Source: an optimization exercise on an open RTL-to-GDS flow (aim: a short achievable clock period and few clock cycles per item). Production flows keep margins and buffers that such runs may drop.
In this exercise RTL edits were held to simulation tests only and were not proved equivalent to the original.
Power figures rest on the tool's default switching activity, not on a simulated workload.

==> inputs of run a <==
Design core_top, start of the top module:
module core_top (
	input  logic                   clk,
	input  logic                   reset,
	input  logic                   instr_valid,
	output logic                   instr_ready,
	input  core_isa_pkg::word_t    instr,
	output logic                   retire_valid,
	input  logic                   retire_ready,
	output core_pipe_pkg::retire_t retire
);
	localparam int CAP = 7;   
	localparam int RQN = 6;   
	logic [CAP-1:0]       outst;
	logic                 stall_nx;   
	logic                 d1_v;
	core_isa_pkg::instr_t d1;
	logic [15:0]          d1_oh_n, d1_oh_m;    
	logic                 d1_wm_n, d1_wm_m;    
	core_isa_pkg::word_t  d1_a, d1_b;
	logic [15:0]          rf_vld;
	logic                 d2_v;
	core_isa_pkg::reg_idx_t d2_rd;
	logic [1:0]           d2_kind;
	logic [11:0]          d2_imm;
	logic [7:0]           d2_sh_lo;
	logic [3:0]           d2_sh_hi;
	logic [3:0]           d2_hi_g;    
	logic [23:0]          d2_sel;     
	logic                 d2_shz, d2_useb;
	logic                 d2_inv_a, d2_cin;
	logic                 d2_s_add, d2_s_subn, d2_s_and, d2_s_or, d2_s_xor, d2_s_b, d2_s_bn;
	core_isa_pkg::word_t  d2_ra, d2_rb;
	logic                 m1n, m2n, mwn, m1m, m2m, mwm;
	logic                 stall;
	logic                 x_v, x_late;
	core_isa_pkg::reg_idx_t x_rd;
	core_isa_pkg::word_t  x_a, x_b;
	logic                 x_cin, x_s_add, x_s_subn, x_s_and, x_s_or, x_s_xor, x_s_b, x_s_bn;
	logic [15:0]          x_sh_sel;   
	logic [3:0]           x_sh_hi;
  ...
Settings: LEC_CHECK=0, ABC_CLOCK_PERIOD_IN_PS=2000, CAP_MARGIN=20, CORE_MARGIN=2, CORE_UTILIZATION=50, CTS_CLUSTER_DIAMETER=60, CTS_CLUSTER_SIZE=20, SETUP_SLACK_MARGIN=3.3, SLEW_MARGIN=20, SYNTH_HIERARCHICAL=1; clock period 5.5 ns.
run.sh (not shown) runs the stock make flow with config.mk's settings and CLKGATE_MAP_FILE= SYNTH_SCRIPT=/design/flow/synth_recipe.tcl, a recipe that flattens the netlist after the stock synthesis.
==> inputs of run b, as changes to run a <==
CORE_UTILIZATION = 45   (was 50)
CTS_CLUSTER_DIAMETER = 70   (was 60)
CTS_CLUSTER_SIZE = 25   (was 20)
==> inputs of run c, as changes to run a <==
CTS_CLUSTER_DIAMETER = 70   (was 60)
CTS_CLUSTER_SIZE = 25   (was 20)
PLACE_DENSITY_LB_ADDON = 0.1   (was unset)
SETUP_SLACK_MARGIN = 3.4   (was 3.3)
==> comparison <==
- Run b ran to the end with no violations. Run c finished with timing, DRC and antenna clean. Run a finished with timing, DRC and antenna clean.
- Register-to-register slack: run c is worse than run b (0.02 ns).
- Critical path depth is the same in run c and run b.
- Fmax, highest first: run a, run b, run c.
- The lowest worst hold slack belongs to run c, the highest to run a.
- Design area: run b < run a < run c.
- First-iteration DRC count, lowest first: run b, run c, run a.
- The lowest total power belongs to run b, the highest to run c.
- Against run c, the combinational power of run a is smaller by about 10%.
- Wire length, lowest first: run b, run a, run c.
==> figures <==
Met1 wire length: run b 118 mm; run c 122 mm; run a 122 mm
Clock group share of total power: run b 0.261; run c 0.251; run a 0.279
Slew @ Worst Pin: run b 1.11 ns; run c 1.18 ns; run a 1.16 ns
Core area: run b 169000 um2; run c 152000 um2; run a 152000 um2
Routed length per placed instance: run b 29.5 um; run c 31.6 um; run a 31.0 um
Number of DRC markers after the initial detailed-route iteration: run b 8963; run c 10100; run a 10500
Net switching power of the design: run b 11.9 mW; run c 12.6 mW; run a 12.1 mW
Final min period: run b 2.40 ns; run c 2.42 ns; run a 2.39 ns
Outcome: run b finished clean; run c finished clean; run a finished clean
Buffering overhead: run b 0.0474; run c 0.0791; run a 0.0549
Total Power: run b 31.4 mW; run c 33.0 mW; run a 32.7 mW
Area post-placement: run b 79300 um2; run c 79200 um2; run a 79100 um2
Half-perimeter wire length of the detailed placement result: run b 176 mm; run c 179 mm; run a 180 mm
Detail-routed via count per cell: run b 6.66; run c 6.94; run a 6.89
Global Route met2 Usage: run b 0.447; run c 0.499; run a 0.496
Fill cells: run b 14900; run c 12100; run a 12800
Via count of the first global-routing pass: run b 59100; run c 59800; run a 59700
Switching part of the total: run b 0.379; run c 0.381; run a 0.371
Fraction of final layout cells sized beyond drive strength 1: run b 0.298; run c 0.352; run a 0.309
Testbench counts of run a, summed over its fixed seeds: cycles 16,523, items 16,000.
Testbench counts of run b, summed over its fixed seeds: cycles 16,523, items 16,000.
Testbench counts of run c, summed over its fixed seeds: cycles 16,523, items 16,000.

* * *

==> 02-07 <==
Starting RTL as in the previous note.
export LEC_CHECK = 0
export ABC_CLOCK_PERIOD_IN_PS = 2000
export CAP_MARGIN = 20
export CORE_MARGIN = 2
export CORE_UTILIZATION = 50
export CTS_CLUSTER_DIAMETER = 70
export CTS_CLUSTER_SIZE = 25
export SETUP_SLACK_MARGIN = 3.2
export SLEW_MARGIN = 20
export SYNTH_HIERARCHICAL = 1
create_clock -name core_clock -period 5.5 [get_ports {clk}]
==> 09-21 (differences from 02-07) <==
--- a/flow/config.mk
+++ b/flow/config.mk
@@ -10,6 +10,6 @@
 export CORE_MARGIN = 2
-export CORE_UTILIZATION = 50
-export CTS_CLUSTER_DIAMETER = 70
-export CTS_CLUSTER_SIZE = 25
-export SETUP_SLACK_MARGIN = 3.2
+export CORE_UTILIZATION = 55
+export CTS_CLUSTER_DIAMETER = 80
+export CTS_CLUSTER_SIZE = 30
+export SETUP_SLACK_MARGIN = 3.3
 export SLEW_MARGIN = 20
==> notes <==
Between 02-07 and 09-21, the lower register-to-register slack is in 09-21 (gap 0.02 ns). Of 02-07 and 09-21, 09-21 has the higher core utilization (gap 7.6 points). Synthesized area is the same in 02-07 and 09-21. In synthesized cell count, 09-21 and 02-07 do not differ. Of 02-07 and 09-21, 09-21 has the higher combinational power (gap about 10%, measured against 09-21). In critical path depth, 02-07 and 09-21 do not differ. 09-21 ran to the end with no violations. 02-07 finished with timing, DRC and antenna clean. Between 09-21 and 02-07, the lower global-route usage is in 02-07 (gap 3.9 points).
==> figures <==
item	02-07	09-21
Clock Buffer Count	110	91
Detailed route wirelength on metal3	33.0 mm	39.0 mm
Power Internal	19100 uW	18800 uW
Non-filler instance count after layout	9160	9060
Result of the run	no timing/DRC/antenna violations	no timing/DRC/antenna violations
Floorplan die height	395 um	376 um
Latest clock arrival within the worst-skew pair	0.77 ns	0.74 ns
Leak	0.0305 uW	0.0317 uW
TritonCTS buffer count	97	72
Capturing point of the worst reg2reg path	x2_b[27]$_DFF_P_	x2_b[14]$_DFF_P_
Initial standard-cell utilization of the core	50.3%	55.5%
Number of tap instances	2030	1794
Worst reg-to-reg path cell count	7	8
Fraction of standard cell area that is sequential	40.9%	39.9%
Final WS setup	3.13 ns	3.13 ns
Testbench counts of 02-07, summed over its fixed seeds: cycles 16,523, items 16,000.
Testbench counts of 09-21, summed over its fixed seeds: cycles 16,523, items 16,000.

## re-timing with driven ports
No port has a modelled driver above. Below, the same layouts with a new extraction and two added sets of constraints.
Step 1 sets driving cells, clkbuf_16 on the clock port and buf_2 on the other inputs (assumed; they add their load-dependent delay and slew).
Step 2 adds t to the input delays and takes it off the output delays; t is the mean of the earliest and latest rising clock arrival at the registers after step 1. Input paths then give back, and output paths get back, about the clock's delay inside the block.
Three values: ideal ports, drivers, drivers and shift; two values: the first two.
run	t (ns)	setup WS [ns]	worst setup path at the end
run a	0.842	3.108 / 3.025 / 2.542	input to register
run b	0.839	3.101 / 3.014 / 2.607	input to register
run c	0.841	3.083 / 3.003 / 2.642	input to register
02-07	0.812	3.127 / 3.047 / 2.510	input to register
09-21	0.792	3.129 / 3.048 / 2.563	input to register
After both steps setup and hold are still met in every run listed. The setup slack of 02-07, which loses most, moves by -0.080 ns with the drivers and by -0.617 ns with both steps.
